This design comes from an exercise in tuning for small area on the open sky130 flow, not from production work. In this exercise RTL edits were held to simulation tests only and were not proved equivalent to the original. Power figures rest on the tool's default switching activity, not on a simulated workload. The flow treats the clock pin as an ideal source, which a real chip does not have.

==> run a: inputs <==
## rhd_recorder
module rhd_recorder (
    input  wire                        clk,
    input  wire                        rstn,
    input  wire                        record_start,
    input  wire [4-1:0]  miso,
    output logic                       busy,
    output logic                       done,
    output logic                       cs,
    output logic                       sclk,
    output logic                       mosi,
    output rhd_pkg::channel_t          channel,
    output logic                       sample_valid,
    output rhd_pkg::sample_index_t     sample_index,
    output rhd_pkg::sample_t           sample_data
);
clock: 10.0 ns
lec_check: 0
cap_margin: 20
core_margin: 2
core_utilization: 55
cts_buf_list: sky130_fd_sc_hd__clkbuf_16
cts_cluster_diameter: 70
cts_cluster_size: 32
place_density: 0.65
slew_margin: 20
standard.sh (not shown) runs the stock make flow with config.mk's settings and CLKGATE_MAP_FILE= SYNTH_SCRIPT=/design/flow/synth_recipe.tcl, a recipe that flattens the netlist after the stock synthesis.
==> flow/flow/run.sh <==
#!/bin/bash
# Standard layout with two CTS/port-buffer changes: no dummy loads in the
# clock tree, and the smallest buffer on the ports.
set -euo pipefail
cd "$(dirname "$0")/.."
bash standard.sh \
  "CTS_ARGS=-sink_clustering_enable -repair_clock_nets -sink_clustering_size 35 -sink_clustering_max_diameter 90 -buf_list sky130_fd_sc_hd__clkbuf_16 -dont_use_dummy_load" \
  "BUFFER_PORTS_ARGS=-buffer_cell sky130_fd_sc_hd__buf_1" \
  finish > flow_make.log 2>&1
==> run b: changes against run a <==
==> flow/flow/run.sh (replaced) <==
#!/bin/bash
# Standard layout with three changes:
#  - synthesis maps logic with an area-only ABC script (flow/abc_area_map.script);
#    everything else in synthesis is the standard script, so the registers are
#    the standard synthesis's;
#  - no dummy loads in the clock tree, larger leaf clusters;
#  - the smallest buffer on the ports.
set -euo pipefail
cd "$(dirname "$0")/.."
rm -rf synth_scripts
cp -r "$FLOW_HOME/scripts" synth_scripts
cp flow/abc_area_map.script synth_scripts/abc_speed.script
bash standard.sh "SCRIPTS_DIR=$PWD/synth_scripts" synth > flow_synth.log 2>&1
bash standard.sh \
  "CTS_ARGS=-sink_clustering_enable -repair_clock_nets -sink_clustering_size 36 -sink_clustering_max_diameter 130 -buf_list sky130_fd_sc_hd__clkbuf_16 -dont_use_dummy_load" \
  "BUFFER_PORTS_ARGS=-buffer_cell sky130_fd_sc_hd__buf_1" \
  finish > flow_make.log 2>&1
==> flow/flow/abc_area_map.script (new file) <==
strash
dc2
dch -f
map -a
topo
==> summary.md <==
| Metric | Value |
|---|---|
| Outcome | timing/DRC/antenna clean |
| Register share of total power | a little over two thirds |
| First DRT Iteration DRCs | approximately 2100 |
| Area share of the largest cell type after synthesis | a little over nine tenths |
| Number of iterations in the first detailed-routing pass | 9 |
| Psw | ~0.0043 W |
| Met3 Use GR | 2.50% |
| Final Cell Area | 93300 um^2 |
| Placed Cells incl. Taps | between 6000 and 7000 |
| TritonCTS buffer count | roughly 140 |
| Total power density per cell area | ~250 nW/um^2 |
| Register share of the cell area | 88.2% |
| Post-Route Skew | between 60 and 70 ps |
| WHS | 257 ps |
| Clock Power Share | approximately 29% |
Source of the figures above: run a

==> summary.md <==
| Metric | Value |
|---|---|
| Register share of the cell area | between 80% and 90% |
| First DRT Iteration DRCs | between 1500 and 2000 |
| Placed Cells incl. Taps | slightly above 7000 |
| Post-Route Skew | around 50 ps |
| Internal reg-to-reg setup slack | roughly 6600 ps |
| Register share of total power | between 70% and 80% |
| Total placed instance area | between 80000 and 90000 um^2 |
| Area share of the largest cell type after synthesis | a little over nine tenths |
| TritonCTS buffer count | roughly 130 |
| WHS | 293 ps |
| Hold path cells | 0 |
| Psw | between 0.004 and 0.005 W |
| Number of iterations in the first detailed-routing pass | 7 |
| Multi-input gate share of the layout cell area | 3.86% |
| Outcome | timing/DRC/antenna clean |
| Final Cell Area | 92500 um^2 |
Source of the figures above: run b


==> inputs of build 13 <==
Starting RTL as in the previous note.
==> flow/design.v (excerpt) <==
module rhd_recorder (
    input  wire                        clk,
    input  wire                        rstn,
    input  wire                        record_start,
    input  wire [4-1:0]  miso,
    output logic                       busy,
    output logic                       done,
    output logic                       cs,
    output logic                       sclk,
    output logic                       mosi,
    output rhd_pkg::channel_t          channel,
    output logic                       sample_valid,
    output rhd_pkg::sample_index_t     sample_index,
    output rhd_pkg::sample_t           sample_data
);
export LEC_CHECK = 0
export CAP_MARGIN = 20
export CORE_MARGIN = 2
export CORE_UTILIZATION = 40
export CTS_BUF_LIST = sky130_fd_sc_hd__clkbuf_16
export CTS_CLUSTER_DIAMETER = 70
export CTS_CLUSTER_SIZE = 32
export SLEW_MARGIN = 20
create_clock -name core_clock -period 10.0 [get_ports {clk}]
==> flow/flow/run.sh <==
#!/bin/bash
# Standard layout with two CTS/port-buffer changes: no dummy loads in the
# clock tree, and the smallest buffer on the ports.
set -euo pipefail
cd "$(dirname "$0")/.."
bash standard.sh \
  "CTS_ARGS=-sink_clustering_enable -repair_clock_nets -sink_clustering_size 32 -sink_clustering_max_diameter 70 -buf_list sky130_fd_sc_hd__clkbuf_16 -dont_use_dummy_load" \
  "BUFFER_PORTS_ARGS=-buffer_cell sky130_fd_sc_hd__buf_1" \
  finish > flow_make.log 2>&1
==> inputs of trial 74, as changes to build 13 <==
==> flow/flow/run.sh (replaced) <==
#!/bin/bash
# Standard layout with three changes:
#  - synthesis maps logic with an area-only ABC script (flow/abc_area_map.script);
#    everything else in synthesis is the standard script, so the registers are
#    the standard synthesis's;
#  - no dummy loads in the clock tree, larger leaf clusters;
#  - the smallest buffer on the ports.
set -euo pipefail
cd "$(dirname "$0")/.."
rm -rf synth_scripts
cp -r "$FLOW_HOME/scripts" synth_scripts
cp flow/abc_area_map.script synth_scripts/abc_speed.script
bash standard.sh "SCRIPTS_DIR=$PWD/synth_scripts" synth > flow_synth.log 2>&1
bash standard.sh \
  "CTS_ARGS=-sink_clustering_enable -repair_clock_nets -sink_clustering_size 36 -sink_clustering_max_diameter 90 -buf_list sky130_fd_sc_hd__clkbuf_16 -dont_use_dummy_load" \
  "BUFFER_PORTS_ARGS=-buffer_cell sky130_fd_sc_hd__buf_1" \
  finish > flow_make.log 2>&1
==> flow/flow/abc_area_map.script (new file) <==
strash
dch
map -a
topo
- CORE_UTILIZATION: 40 -> 55
- PLACE_DENSITY: unset -> 0.65
==> summary.txt <==
item                                                                        trial 74    build 13
Fraction of the mapped netlist area in compound gates                          2.56%      0.848%
HPWL reported at the end of detailed placement                              61200 um    62200 um
Detailed-route wire length per cell                                          15.2 um     14.3 um
Clock period minus worst slack                                               6.03 ns     6.12 ns
Switching part of the total power                                              18.6%       18.5%
Number of violations reported at the end of detailed-routing iteration 0        2276        1766
Share of synthesized area occupied by flip-flops and latches                   95.3%       94.4%
Fin Clk Skew                                                               0.0437 ns    0.118 ns
Vias post-DR                                                                   31200       30400
Clock-net power                                                              6690 uW     7080 uW
Multiplexer fraction of the synthesized cell area                                 0%       2.41%
Overall power consumption                                                   23100 uW    23500 uW
Pin count of the biggest net entering global routing                              64          56
Worst Hold Margin                                                           0.281 ns    0.258 ns
Count of unique library cells instantiated by Yosys                               27          54
Worst reg-to-reg setup slack                                                 6.41 ns     6.96 ns
Outcome                                                     timing/DRC/antenna clean  timing/DRC/antenna clean
Portion of synthesized cell area occupied by the leading cell type             95.3%       94.4%
Cells on worst reg2reg path                                                       10           6
Highest clock frequency the design can meet                                  166 MHz     163 MHz
Wire length the detailed router placed on met1                              60400 um    58500 um
Final-layout non-clock buffer area share                                      0.380%      0.364%
Clock-pin slew on the worst setup and hold paths                             0.12 ns     0.10 ns
Num CTS Buffers                                                                  133         153
Number of instances in the placed design                                        7081        7654

==> wip/indigo <==
rhd_recorder again, from the RTL that the note above started with.
==> flow/config.mk <==
export PLATFORM = sky130hd
export DESIGN_NAME = rhd_recorder
export DESIGN_NICKNAME = rhd_recorder
export VERILOG_FILES = /design/flow/design.v
export SDC_FILE = /design/flow/constraint.sdc
export NUM_CORES = 4
export LEC_CHECK = 0
export CAP_MARGIN = 20
export CORE_MARGIN = 2
export CORE_UTILIZATION = 40
export CTS_BUF_LIST = sky130_fd_sc_hd__clkbuf_16
export CTS_CLUSTER_DIAMETER = 70
export CTS_CLUSTER_SIZE = 32
export SLEW_MARGIN = 20
==> flow/constraint.sdc <==
create_clock -name core_clock -period 10.0 [get_ports {clk}]
set_input_delay 2.0000 -clock core_clock [delete_from_list [all_inputs] [get_ports {clk}]]
set_output_delay 2.0000 -clock core_clock [all_outputs]
set_load 0.01 [all_outputs]
==> flow/flow/run.sh <==
#!/bin/bash
# Standard layout with two CTS/port-buffer changes: no dummy loads in the
# clock tree, and the smallest buffer on the ports.
set -euo pipefail
cd "$(dirname "$0")/.."
bash standard.sh \
  "CTS_ARGS=-sink_clustering_enable -repair_clock_nets -sink_clustering_size 35 -sink_clustering_max_diameter 130 -buf_list sky130_fd_sc_hd__clkbuf_16 -dont_use_dummy_load" \
  "BUFFER_PORTS_ARGS=-buffer_cell sky130_fd_sc_hd__buf_1" \
  finish > flow_make.log 2>&1
==> inputs of wip/raven, as changes to wip/indigo <==
==> flow/flow/run.sh (replaced) <==
#!/bin/bash
# Standard layout with three changes:
#  - synthesis maps logic with an area-only ABC script (flow/abc_area_map.script);
#    everything else in synthesis is the standard script, so the registers are
#    the standard synthesis's;
#  - no dummy loads in the clock tree, larger leaf clusters;
#  - the smallest buffer on the ports.
set -euo pipefail
cd "$(dirname "$0")/.."
rm -rf synth_scripts
cp -r "$FLOW_HOME/scripts" synth_scripts
cp flow/abc_area_map.script synth_scripts/abc_speed.script
bash standard.sh "SCRIPTS_DIR=$PWD/synth_scripts" synth > flow_synth.log 2>&1
bash standard.sh \
  "CTS_ARGS=-sink_clustering_enable -repair_clock_nets -sink_clustering_size 37 -sink_clustering_max_diameter 90 -buf_list sky130_fd_sc_hd__clkbuf_16 -dont_use_dummy_load" \
  "BUFFER_PORTS_ARGS=-buffer_cell sky130_fd_sc_hd__buf_1" \
  finish > flow_make.log 2>&1
==> flow/flow/abc_area_map.script (new file) <==
strash
dc2
dch -f
map -a
topo
- CORE_UTILIZATION: 40 -> 55
- PLACE_DENSITY: not set -> 0.65
==> comparison <==
- In wip/raven the core utilization is higher than in wip/indigo, by 16 points.
- Against wip/indigo, the maximum frequency of wip/raven is lower by about 5.4%.
- Against wip/indigo, the synthesized area of wip/raven is smaller by 1.1%.
- In wip/indigo the hold slack is better than in wip/raven, by 0.010 ns.
- Via count: wip/indigo is lower than wip/raven (1.7%).
- Non-clock buffer count: wip/indigo is higher than wip/raven (3).
- Of wip/raven and wip/indigo, wip/indigo has the higher routed wire length (gap 2.1%, measured against wip/indigo).
- Of wip/indigo and wip/raven, wip/indigo has the higher cell count (gap 8.6%, measured against wip/raven).
==> figures <==
|  | wip/indigo | wip/raven |
|---|---|---|
| Status | timing/DRC/antenna clean | timing/DRC/antenna clean |
| Effective utilization at floorplan | 40.2% | 55.3% |
| Via density per instance | 3.87 | 4.28 |
| Inverters excl. clock | 8 | 95 |
| Static leakage power | 37.1 nW | 36.5 nW |
| Portion of the layout cell area used by non-clock buffers | 0.366% | 0.385% |
| Worst setup slack after layout | 3.69 ns | 3.32 ns |
| Core area | 0.217 sq mm | 0.156 sq mm |
| Die ar. | 0.222 sq mm | 0.160 sq mm |
| Utilization after layout | 43.5% | 59.1% |
| Setup slack, reg-to-reg | 6.95 ns | 6.54 ns |
| Syn_area_per_cell | 18.2 sq um | 17.5 sq um |
| Critical path launch point | sample_index[1]$_SDFF_PN0_ | sample_index[4]$_SDFF_PN0_ |
| Area of combinational cells with multiple inputs | 0.00465 sq mm | 0.00357 sq mm |
| Terminating pin of the worst hold path | ring_20[60]$_DFF_P_ | ring_72[65]$_DFF_P_ |
| Clock network share of area | 3.58% | 3.28% |
| Total number of vias | 30200 | 30700 |

-- afterwards: timing with drivers on the ports --
No port has a modelled driver above. Below, the same layouts with a new extraction and two added sets of constraints. Step 1 (the two cells are an assumption about what drives the block):
set clk [get_ports {clk}]
set_driving_cell -lib_cell sky130_fd_sc_hd__clkbuf_16 $clk
set_driving_cell -lib_cell sky130_fd_sc_hd__buf_2 [delete_from_list [all_inputs] $clk]
Step 2 times the ports against the registers' clock, not the clock port: input delays grow and output delays shrink by t, the midpoint of the rising clock arrivals with the driver on. Three values: ideal, step 1, step 2; two values: the first two.
| run | t (ns) | setup slack, ns | latest minus earliest clock arrival (ns) | worst register clock-pin slew, ns |
|---|---|---|---|---|
| run a | 0.845 | 3.738 / 3.659 / 4.504 | 0.085 / 0.085 | 0.12 / 0.12 |
| run b | 0.843 | 3.381 / 3.309 / 4.152 | 0.088 / 0.088 | 0.12 / 0.12 |
| build 13 | 0.827 | 3.877 / 3.795 / 4.621 | 0.127 / 0.127 | 0.11 / 0.11 |
| trial 74 | 0.851 | 3.970 / 3.894 / 4.745 | 0.059 / 0.059 | 0.12 / 0.12 |
| wip/indigo | 0.850 | 3.686 / 3.610 / 4.460 | 0.087 / 0.088 | 0.12 / 0.12 |
| wip/raven | 0.842 | 3.325 / 3.251 / 4.093 | 0.064 / 0.064 | 0.12 / 0.12 |
After both steps setup and hold are still met in every run listed.
